This is an optimization exercise on Yosys and OpenROAD, whose aim is small area and a short achievable clock period, not a production implementation. At most, simulation tests tie the RTL to the original design; equivalence was not proved.

==> trial 66 <==
==> flow/design.v <==
package key_expansion_pkg;
    localparam int NR_DEFAULT = 10;
    function automatic logic [7:0] rcon_next(input logic [3:0] r);
        logic [7:0] val;
        val[0] = ~r[2] & ~r[1] & ~r[0];                      
        val[1] = r[3] | (~r[2] & ~r[1] & r[0]);              
        val[2] = (~r[2] & r[1] & ~r[0]) | (r[3] & r[0]);     
        val[3] = (~r[2] & r[1] & r[0]) | (r[3] & ~r[0]);     
        val[4] = r[3] | (r[2] & ~r[1] & ~r[0]);              
        val[5] = (r[2] & ~r[1] & r[0]) | (r[3] & r[0]);      
        val[6] = r[2] & r[1] & ~r[0];                        
        val[7] = r[2] & r[1] & r[0];                         
        rcon_next = val;
    endfunction
endpackage
module aes_sbox (
    input  logic [7:0] data,
    output logic [7:0] sub
);
    logic U0, U1, U2, U3, U4, U5, U6, U7;
    logic T1, T2, T3, T4, T5, T6, T7, T8, T9, T10, T11, T12;
    logic T13, T14, T15, T16, T17, T18, T19, T20, T21, T22, T23, T24;
    logic T25, T26, T27, M1, M2, M3, M4, M5, M6, M7, M8, M9;
    logic M10, M11, M12, M13, M14, M15, M16, M17, M18, M19, M20, M21;
    logic M22, M23, M24, M25, M26, M27, M28, M29, M30, M31, M32, M33;
    logic M34, M35, M36, M37, M38, M39, M40, M41, M42, M43, M44, M45;
    logic M46, M47, M48, M49, M50, M51, M52, M53, M54, M55, M56, M57;
    logic M58, M59, M60, M61, M62, M63, L0, L1, L2, L3, L4, L5;
    logic L6, L7, L8, L9, L10, L11, L12, L13, L14, L15, L16, L17;
    logic L18, L19, L20, L21, L22, L23, L24, L25, L26, L27, L28, L29;
    assign {U0, U1, U2, U3, U4, U5, U6, U7} = data;
    assign T1 = U0 ^ U3;
    assign T2 = U0 ^ U5;
    assign T3 = U0 ^ U6;
    assign T4 = U3 ^ U5;
    assign T5 = U4 ^ U6;
    assign T6 = T1 ^ T5;
    assign T7 = U1 ^ U2;
    assign T8 = U7 ^ T6;
    assign T9 = U7 ^ T7;
    assign T10 = T6 ^ T7;
    assign T11 = U1 ^ U5;
    assign T12 = U2 ^ U5;
    assign T13 = T3 ^ T4;
    assign T14 = T6 ^ T11;
    assign T15 = T5 ^ T11;
    assign T16 = T5 ^ T12;
    assign T17 = T9 ^ T16;
    assign T18 = U3 ^ U7;
    assign T19 = T7 ^ T18;
    assign T20 = T1 ^ T19;
    assign T21 = U6 ^ U7;
    assign T22 = T7 ^ T21;
    assign T23 = T2 ^ T22;
    assign T24 = T2 ^ T10;
    assign T25 = T20 ^ T17;
    assign T26 = T3 ^ T16;
    assign T27 = T1 ^ T12;
    assign M1 = T13 & T6;
    assign M2 = T23 & T8;
    assign M3 = T14 ^ M1;
    assign M4 = T19 & U7;
    assign M5 = M4 ^ M1;
    assign M6 = T3 & T16;
    assign M7 = T22 & T9;
    assign M8 = T26 ^ M6;
    assign M9 = T20 & T17;
    assign M10 = M9 ^ M6;
    assign M11 = T1 & T15;
    assign M12 = T4 & T27;
    assign M13 = M12 ^ M11;
    assign M14 = T2 & T10;
    assign M15 = M14 ^ M11;
    assign M16 = M3 ^ M2;
    assign M17 = M5 ^ T24;
    assign M18 = M8 ^ M7;
    assign M19 = M10 ^ M15;
    assign M20 = M16 ^ M13;
    assign M21 = M17 ^ M15;
    assign M22 = M18 ^ M13;
    assign M23 = M19 ^ T25;
    assign M24 = M22 ^ M23;
    assign M25 = M22 & M20;
    assign M26 = M21 ^ M25;
    assign M27 = M20 ^ M21;
    assign M28 = M23 ^ M25;
    assign M29 = M28 & M27;
    assign M30 = M26 & M24;
    assign M31 = M20 & M23;
    assign M32 = M27 & M31;
    assign M33 = M27 ^ M25;
    assign M34 = M21 & M22;
    assign M35 = M24 & M34;
    assign M36 = M24 ^ M25;
    assign M37 = M21 ^ M29;
    assign M38 = M32 ^ M33;
    assign M39 = M23 ^ M30;
    assign M40 = M35 ^ M36;
    assign M41 = M38 ^ M40;
    assign M42 = M37 ^ M39;
    assign M43 = M37 ^ M38;
    assign M44 = M39 ^ M40;
    assign M45 = M42 ^ M41;
    assign M46 = M44 & T6;
    assign M47 = M40 & T8;
    assign M48 = M39 & U7;
    assign M49 = M43 & T16;
    assign M50 = M38 & T9;
    assign M51 = M37 & T17;
    assign M52 = M42 & T15;
    assign M53 = M45 & T27;
    assign M54 = M41 & T10;
    assign M55 = M44 & T13;
    assign M56 = M40 & T23;
    assign M57 = M39 & T19;
    assign M58 = M43 & T3;
    assign M59 = M38 & T22;
    assign M60 = M37 & T20;
    assign M61 = M42 & T1;
    assign M62 = M45 & T4;
    assign M63 = M41 & T2;
    assign L0 = M61 ^ M62;
    assign L1 = M50 ^ M56;
    assign L2 = M46 ^ M48;
    assign L3 = M47 ^ M55;
    assign L4 = M54 ^ M58;
    assign L5 = M49 ^ M61;
    assign L6 = M62 ^ L5;
    assign L7 = M46 ^ L3;
    assign L8 = M51 ^ M59;
    assign L9 = M52 ^ M53;
    assign L10 = M53 ^ L4;
    assign L11 = M60 ^ L2;
    assign L12 = M48 ^ M51;
    assign L13 = M50 ^ L0;
    assign L14 = M52 ^ M61;
    assign L15 = M55 ^ L1;
    assign L16 = M56 ^ L0;
    assign L17 = M57 ^ L1;
    assign L18 = M58 ^ L8;
    assign L19 = M63 ^ L4;
    assign L20 = L0 ^ L1;
    assign L21 = L1 ^ L7;
    assign L22 = L3 ^ L12;
    assign L23 = L18 ^ L2;
    assign L24 = L15 ^ L9;
    assign L25 = L6 ^ L10;
    assign L26 = L7 ^ L9;
    assign L27 = L8 ^ L10;
    assign L28 = L11 ^ L14;
    assign L29 = L11 ^ L17;
    assign sub[7] = L6 ^ L24;
    assign sub[6] = ~(L16 ^ L26);
    assign sub[5] = ~(L19 ^ L28);
    assign sub[4] = L6 ^ L21;
    assign sub[3] = L20 ^ L22;
    assign sub[2] = L25 ^ L29;
    assign sub[1] = ~(L13 ^ L27);
    assign sub[0] = ~(L6 ^ L23);
endmodule
module key_expansion
#(
    parameter int NR = key_expansion_pkg::NR_DEFAULT
) (
    input  logic            clk,
    input  logic            rst_n,
    input  logic            start_in,
    input  logic [31:0]     K0_in,
    input  logic [31:0]     K1_in,
    input  logic [31:0]     K2_in,
    input  logic [31:0]     K3_in,
    input  logic            ready_in,
    output logic [31:0]     D0_out,
    output logic [31:0]     D1_out,
    output logic [31:0]     D2_out,
    output logic [31:0]     D3_out,
    output logic            valid_out,
    output logic [3:0]      round_out,
    output logic            busy_out,
    output logic            done_out
);
    logic        valid_q, done_q;
    logic [31:0] w0_q, w1_q, w2_q, w3_q;
    logic [3:0]  round_q;
    logic [31:0] sub_word;
    logic [31:0] t_word;
    logic [31:0] rc_word;
    logic [31:0] p0, p1, p2, p3;
    logic [31:0] sel_ld, sel_adv, sel_hold;
    logic [3:0]  round_d;
    logic        last;
    for (genvar i = 0; i < 4; i++) begin : g_sbox
        aes_sbox u_sbox (
            .data (w3_q[(8*i + 24) % 32 +: 8]),
            .sub  (sub_word[8*i +: 8])
        );
    end
    assign rc_word  = {key_expansion_pkg::rcon_next(round_q), 24'h000000};
    assign p0       = w0_q ^ rc_word;
    assign p1       = p0 ^ w1_q;
    assign p2       = p1 ^ w2_q;
    assign p3       = p2 ^ w3_q;
    assign sel_ld   = {32{~valid_q}};
    assign sel_adv  = {32{valid_q & ready_in}};
    assign sel_hold = {32{valid_q & ~ready_in}};
    assign t_word   = sel_adv & sub_word;       
    assign last     = round_q[3] & round_q[1];    
    assign round_d  = ({4{valid_q & ready_in}} & (round_q + 4'd1))
                    | ({4{valid_q & ~ready_in}} & round_q);
    always_ff @(posedge clk or negedge rst_n) begin
        if (!rst_n) begin
            valid_q <= 1'b0;
            done_q  <= 1'b0;
        end else begin
            valid_q <= valid_q ? !(ready_in && last) : start_in;
            done_q  <= valid_q && ready_in && last;
        end
    end
    always_ff @(posedge clk) begin
        w0_q    <= ((sel_ld & K0_in) | (sel_adv & p0) | (sel_hold & w0_q)) ^ t_word;
        w1_q    <= ((sel_ld & K1_in) | (sel_adv & p1) | (sel_hold & w1_q)) ^ t_word;
        w2_q    <= ((sel_ld & K2_in) | (sel_adv & p2) | (sel_hold & w2_q)) ^ t_word;
        w3_q    <= ((sel_ld & K3_in) | (sel_adv & p3) | (sel_hold & w3_q)) ^ t_word;
        round_q <= round_d;
    end
    assign D0_out    = w0_q;
    assign D1_out    = w1_q;
    assign D2_out    = w2_q;
    assign D3_out    = w3_q;
    assign round_out = round_q;
    assign valid_out = valid_q;
    assign busy_out  = valid_q;
    assign done_out  = done_q;
endmodule
==> flow/flow/run.sh <==
#!/bin/bash
# Layout flow: the standard ORFS flow (standard.sh), with extra make variables from
# flow/make_args.txt (one VAR=value per line) and, if flow/abc.script exists, that ABC
# script in place of ORFS's abc_speed.script and abc_area.script (a copy of ORFS's scripts folder is used).
# Each ORFS step writes its own log under orfs/logs/; make's output goes to make.log.
set -euo pipefail
HERE=$(pwd)
ARGS=()
if [[ -f flow/abc.script ]]; then
  rm -rf "$HERE/scripts"
  cp -r "$FLOW_HOME/scripts" "$HERE/scripts"
  cp flow/abc.script "$HERE/scripts/abc_speed.script"
  cp flow/abc.script "$HERE/scripts/abc_area.script"
  ARGS+=("SCRIPTS_DIR=$HERE/scripts")
fi
if [[ -f flow/make_args.txt ]]; then
  while IFS= read -r line; do
    [[ -n "$line" && "$line" != \#* ]] && ARGS+=("$line")
  done < flow/make_args.txt
fi
echo "make args: ${ARGS[*]}" > make.log
bash standard.sh "${ARGS[@]}" finish >> make.log 2>&1
==> flow/flow/abc.script <==
strash
dch
map -D 3000
topo
stime -c
buffer -c
upsize -c
dnsize -c
==> flow/flow/make_args.txt <==
ABC_CLOCK_PERIOD_IN_PS=3000
CORE_UTILIZATION=50
SETUP_SLACK_MARGIN=12.5
BUFFER_PORTS_ARGS=-buffer_cell sky130_fd_sc_hd__buf_1
CTS_BUF_LIST=sky130_fd_sc_hd__clkbuf_8
==> flow/standard.sh <==
#!/bin/bash
# synth_recipe.tcl (not shown) runs the flow's synth.tcl, then flattens the netlist and writes it again
# the make line also repeats each setting of config.mk as NAME=value (left out here)
make -C /OpenROAD-flow-scripts/flow DESIGN_CONFIG=/design/flow/config.mk WORK_HOME=/design/flow/orfs CLKGATE_MAP_FILE= SYNTH_SCRIPT=/design/flow/synth_recipe.tcl "${@:-finish}"
==> flow/config.mk <==
export PLATFORM = sky130hd
export DESIGN_NAME = key_expansion
export DESIGN_NICKNAME = key_expansion
export VERILOG_FILES = /design/flow/design.v
export SDC_FILE = /design/flow/constraint.sdc
export NUM_CORES = 4
export LEC_CHECK = 0
export CAP_MARGIN = 20
export CORE_MARGIN = 2
export CORE_UTILIZATION = 40
export SLEW_MARGIN = 20
==> flow/constraint.sdc <==
create_clock -name core_clock -period 17.0 [get_ports {clk}]
set_input_delay 3.4000 -clock core_clock [delete_from_list [all_inputs] [get_ports {clk}]]
set_output_delay 3.4000 -clock core_clock [all_outputs]
set_load 0.01 [all_outputs]
==> build 43 (differences from trial 66) <==
==> flow/flow/make_args.txt (replaced) <==
ABC_CLOCK_PERIOD_IN_PS=3000
CORE_UTILIZATION=65
SETUP_SLACK_MARGIN=12.5
BUFFER_PORTS_ARGS=-buffer_cell sky130_fd_sc_hd__buf_2
==> build 25 (differences from trial 66) <==
--- a/flow/design.v
+++ b/flow/design.v
@@ -219,6 +219,6 @@
     always_ff @(posedge clk) begin
-        w0_q    <= ((sel_ld & K0_in) | (sel_adv & p0) | (sel_hold & w0_q)) ^ t_word;
-        w1_q    <= ((sel_ld & K1_in) | (sel_adv & p1) | (sel_hold & w1_q)) ^ t_word;
-        w2_q    <= ((sel_ld & K2_in) | (sel_adv & p2) | (sel_hold & w2_q)) ^ t_word;
-        w3_q    <= ((sel_ld & K3_in) | (sel_adv & p3) | (sel_hold & w3_q)) ^ t_word;
+        w0_q    <= (valid_q ? (ready_in ? p0 : w0_q) : K0_in) ^ t_word;
+        w1_q    <= (valid_q ? (ready_in ? p1 : w1_q) : K1_in) ^ t_word;
+        w2_q    <= (valid_q ? (ready_in ? p2 : w2_q) : K2_in) ^ t_word;
+        w3_q    <= (valid_q ? (ready_in ? p3 : w3_q) : K3_in) ^ t_word;
         round_q <= round_d;
==> flow/flow/make_args.txt (replaced) <==
ABC_CLOCK_PERIOD_IN_PS=3000
CORE_UTILIZATION=30
SETUP_SLACK_MARGIN=12.5
BUFFER_PORTS_ARGS=-buffer_cell sky130_fd_sc_hd__buf_1
CTS_BUF_LIST=sky130_fd_sc_hd__clkbuf_8
==> trial 70 (differences from trial 66) <==
--- a/flow/design.v
+++ b/flow/design.v
@@ -21,11 +21,12 @@
     logic T1, T2, T3, T4, T5, T6, T7, T8, T9, T10, T11, T12;
-    logic T13, T14, T15, T16, T17, T18, T19, T20, T21, T22, T23, T24;
-    logic T25, T26, T27, M1, M2, M3, M4, M5, M6, M7, M8, M9;
-    logic M10, M11, M12, M13, M14, M15, M16, M17, M18, M19, M20, M21;
-    logic M22, M23, M24, M25, M26, M27, M28, M29, M30, M31, M32, M33;
-    logic M34, M35, M36, M37, M38, M39, M40, M41, M42, M43, M44, M45;
-    logic M46, M47, M48, M49, M50, M51, M52, M53, M54, M55, M56, M57;
-    logic M58, M59, M60, M61, M62, M63, L0, L1, L2, L3, L4, L5;
-    logic L6, L7, L8, L9, L10, L11, L12, L13, L14, L15, L16, L17;
-    logic L18, L19, L20, L21, L22, L23, L24, L25, L26, L27, L28, L29;
+    logic T13, T14, T15, T16, T17, T18, T19, T20, T21, T22, T23, Y24;
+    logic T24, Y25, Z25, T25, T26, T27, M1, M2, A20, M4, M5, M6;
+    logic M7, A22, M9, M11, M12, M13, M14, M15, B20, M17, B22, B23;
+    logic C23, M20, M21, M22, M25, M26, M27, M33, M34, A23, M23, M24;
+    logic M28, M29, M30, M31, M32, M35, M36, M37, M38, M39, M40, M41;
+    logic M42, M43, M44, M45, M46, M47, M48, M49, M50, M51, M52, M53;
+    logic M54, M55, M56, M57, M58, M59, M60, M61, M62, M63, L0, L1;
+    logic L2, L3, L4, L5, L6, L7, L8, L9, L10, L11, L12, L13;
+    logic L14, L15, L16, L17, L18, L19, L20, L21, L22, L23, L24, L25;
+    logic L26, L27, L28, L29;
     assign {U0, U1, U2, U3, U4, U5, U6, U7} = data;
@@ -54,4 +55,7 @@
     assign T23 = T2 ^ T22;
-    assign T24 = T2 ^ T10;
-    assign T25 = T20 ^ T17;
+    assign Y24 = T7 ^ T4;
+    assign T24 = Y24 ^ T5;
+    assign Y25 = U0 ^ U2;
+    assign Z25 = U5 ^ T5;
+    assign T25 = Y25 ^ Z25;
     assign T26 = T3 ^ T16;
@@ -60,3 +64,3 @@
     assign M2 = T23 & T8;
-    assign M3 = T14 ^ M1;
+    assign A20 = T14 ^ M1;
     assign M4 = T19 & U7;
@@ -65,5 +69,4 @@
     assign M7 = T22 & T9;
-    assign M8 = T26 ^ M6;
+    assign A22 = T26 ^ M7;
     assign M9 = T20 & T17;
-    assign M10 = M9 ^ M6;
     assign M11 = T1 & T15;
@@ -73,11 +76,10 @@
     assign M15 = M14 ^ M11;
-    assign M16 = M3 ^ M2;
+    assign B20 = M2 ^ M13;
     assign M17 = M5 ^ T24;
-    assign M18 = M8 ^ M7;
-    assign M19 = M10 ^ M15;
-    assign M20 = M16 ^ M13;
+    assign B22 = M6 ^ M13;
+    assign B23 = M6 ^ M11;
+    assign C23 = B23 ^ T25;
+    assign M20 = A20 ^ B20;
     assign M21 = M17 ^ M15;
-    assign M22 = M18 ^ M13;
-    assign M23 = M19 ^ T25;
-    assign M24 = M22 ^ M23;
+    assign M22 = A22 ^ B22;
     assign M25 = M22 & M20;
@@ -85,2 +87,7 @@
     assign M27 = M20 ^ M21;
+    assign M33 = M27 ^ M25;
+    assign M34 = M21 & M22;
+    assign A23 = M9 ^ M14;
+    assign M23 = A23 ^ C23;
+    assign M24 = M22 ^ M23;
     assign M28 = M23 ^ M25;
@@ -90,4 +97,2 @@
     assign M32 = M27 & M31;
-    assign M33 = M27 ^ M25;
-    assign M34 = M21 & M22;
     assign M35 = M24 & M34;
@@ -219,6 +224,6 @@
     always_ff @(posedge clk) begin
-        w0_q    <= ((sel_ld & K0_in) | (sel_adv & p0) | (sel_hold & w0_q)) ^ t_word;
-        w1_q    <= ((sel_ld & K1_in) | (sel_adv & p1) | (sel_hold & w1_q)) ^ t_word;
-        w2_q    <= ((sel_ld & K2_in) | (sel_adv & p2) | (sel_hold & w2_q)) ^ t_word;
-        w3_q    <= ((sel_ld & K3_in) | (sel_adv & p3) | (sel_hold & w3_q)) ^ t_word;
+        w0_q    <= (valid_q ? (ready_in ? p0 : w0_q) : K0_in) ^ t_word;
+        w1_q    <= (valid_q ? (ready_in ? p1 : w1_q) : K1_in) ^ t_word;
+        w2_q    <= (valid_q ? (ready_in ? p2 : w2_q) : K2_in) ^ t_word;
+        w3_q    <= (valid_q ? (ready_in ? p3 : w3_q) : K3_in) ^ t_word;
         round_q <= round_d;
==> flow/flow/abc.script (replaced) <==
strash
dch
map -D 3700
topo
stime -c
buffer -c
upsize -c
dnsize -c
==> flow/flow/make_args.txt (replaced) <==
ABC_CLOCK_PERIOD_IN_PS=3700
CORE_UTILIZATION=50
SETUP_SLACK_MARGIN=12.35
BUFFER_PORTS_ARGS=-buffer_cell sky130_fd_sc_hd__buf_1
CTS_ARGS=-sink_clustering_enable -repair_clock_nets -buf_list sky130_fd_sc_hd__clkbuf_8 -dont_use_dummy_load
==> impl_metrics.yaml <==
status:
  status: "no timing/DRC/antenna violations"
clocking:
  cts-root-buf: "clkbuf_8"
sta:
  worst_slew_pin_slew_ps: 755
route:
  drt-pass1-iter-count: 5
  drt-initial-drc-count: 686
synthesis:
  synth_adder_area_share_pct: 0.983
floorplan:
  die_y_um: 155
Source of the figures above: trial 66

==> impl_metrics.yaml <==
status:
  status: "no timing/DRC/antenna violations"
floorplan:
  die_y_um: 155
route:
  drt-pass1-iter-count: 5
  drt-initial-drc-count: 695
clocking:
  cts-root-buf: "clkbuf_8"
Source of the figures above: trial 70

==> impl_metrics.yaml <==
status:
  status: "no timing/DRC/antenna violations"
route:
  drt-initial-drc-count: 942
  drt-pass1-iter-count: 6
synthesis:
  synth_adder_area_share_pct: 0.983
floorplan:
  io_pins: 267
  die_y_um: 137
sta:
  worst_slew_pin_slew_ps: 733
clocking:
  cts-root-buf: "clkbuf_16"
  cts_resized: 40
  clk_pin_slew_ps: 60
Source of the figures above: build 43

==> impl_metrics.yaml <==
clocking:
  cts-root-buf: "clkbuf_8"
floorplan:
  die_y_um: 198
route:
  drt-initial-drc-count: 516
  drt-pass1-iter-count: 5
status:
  status: "no timing/DRC/antenna violations"
sta:
  worst_slew_pin_slew_ps: 768
synthesis:
  synth_adder_area_share_pct: 0.992
Source of the figures above: build 25

Function not checked in trial 66 and build 43: the RTL went through the layout flow alone.

[what the ideal ports hide]
No port has a modelled driver above. Below, the same layouts with a new extraction and two added sets of constraints. Step 1 sets driving cells, clkbuf_16 on the clock port and buf_2 on the other inputs (assumed; they add their load-dependent delay and slew). Step 2 times the ports against the registers' clock, not the clock port: input delays grow and output delays shrink by t, the midpoint of the rising clock arrivals with the driver on. Three values: ideal, step 1, step 2; two values: the first two.
| run | shift t [ns] | setup slack, ns | hold WS [ns] | worst setup path after step 2 | worst slew at a driven data input, ns |
|---|---|---|---|---|---|
| trial 66 | 0.510 | 12.513 / 12.468 / 12.102 | 0.597 / 0.597 / 0.597 | input to register | 0.07 |
| build 43 | 0.486 | 12.385 / 12.385 / 11.996 | 0.614 / 0.614 / 0.614 | input to register | 0.08 |
| build 25 | 0.518 | 12.457 / 12.414 / 12.052 | 0.613 / 0.613 / 0.613 | input to register | 0.06 |
| trial 70 | 0.506 | 12.396 / 12.351 / 11.955 | 0.614 / 0.614 / 0.614 | input to register | 0.09 |
After both steps every run listed still meets setup and hold. The setup slack of trial 70, which loses most, moves by -0.045 ns with the drivers and by -0.441 ns with both steps.
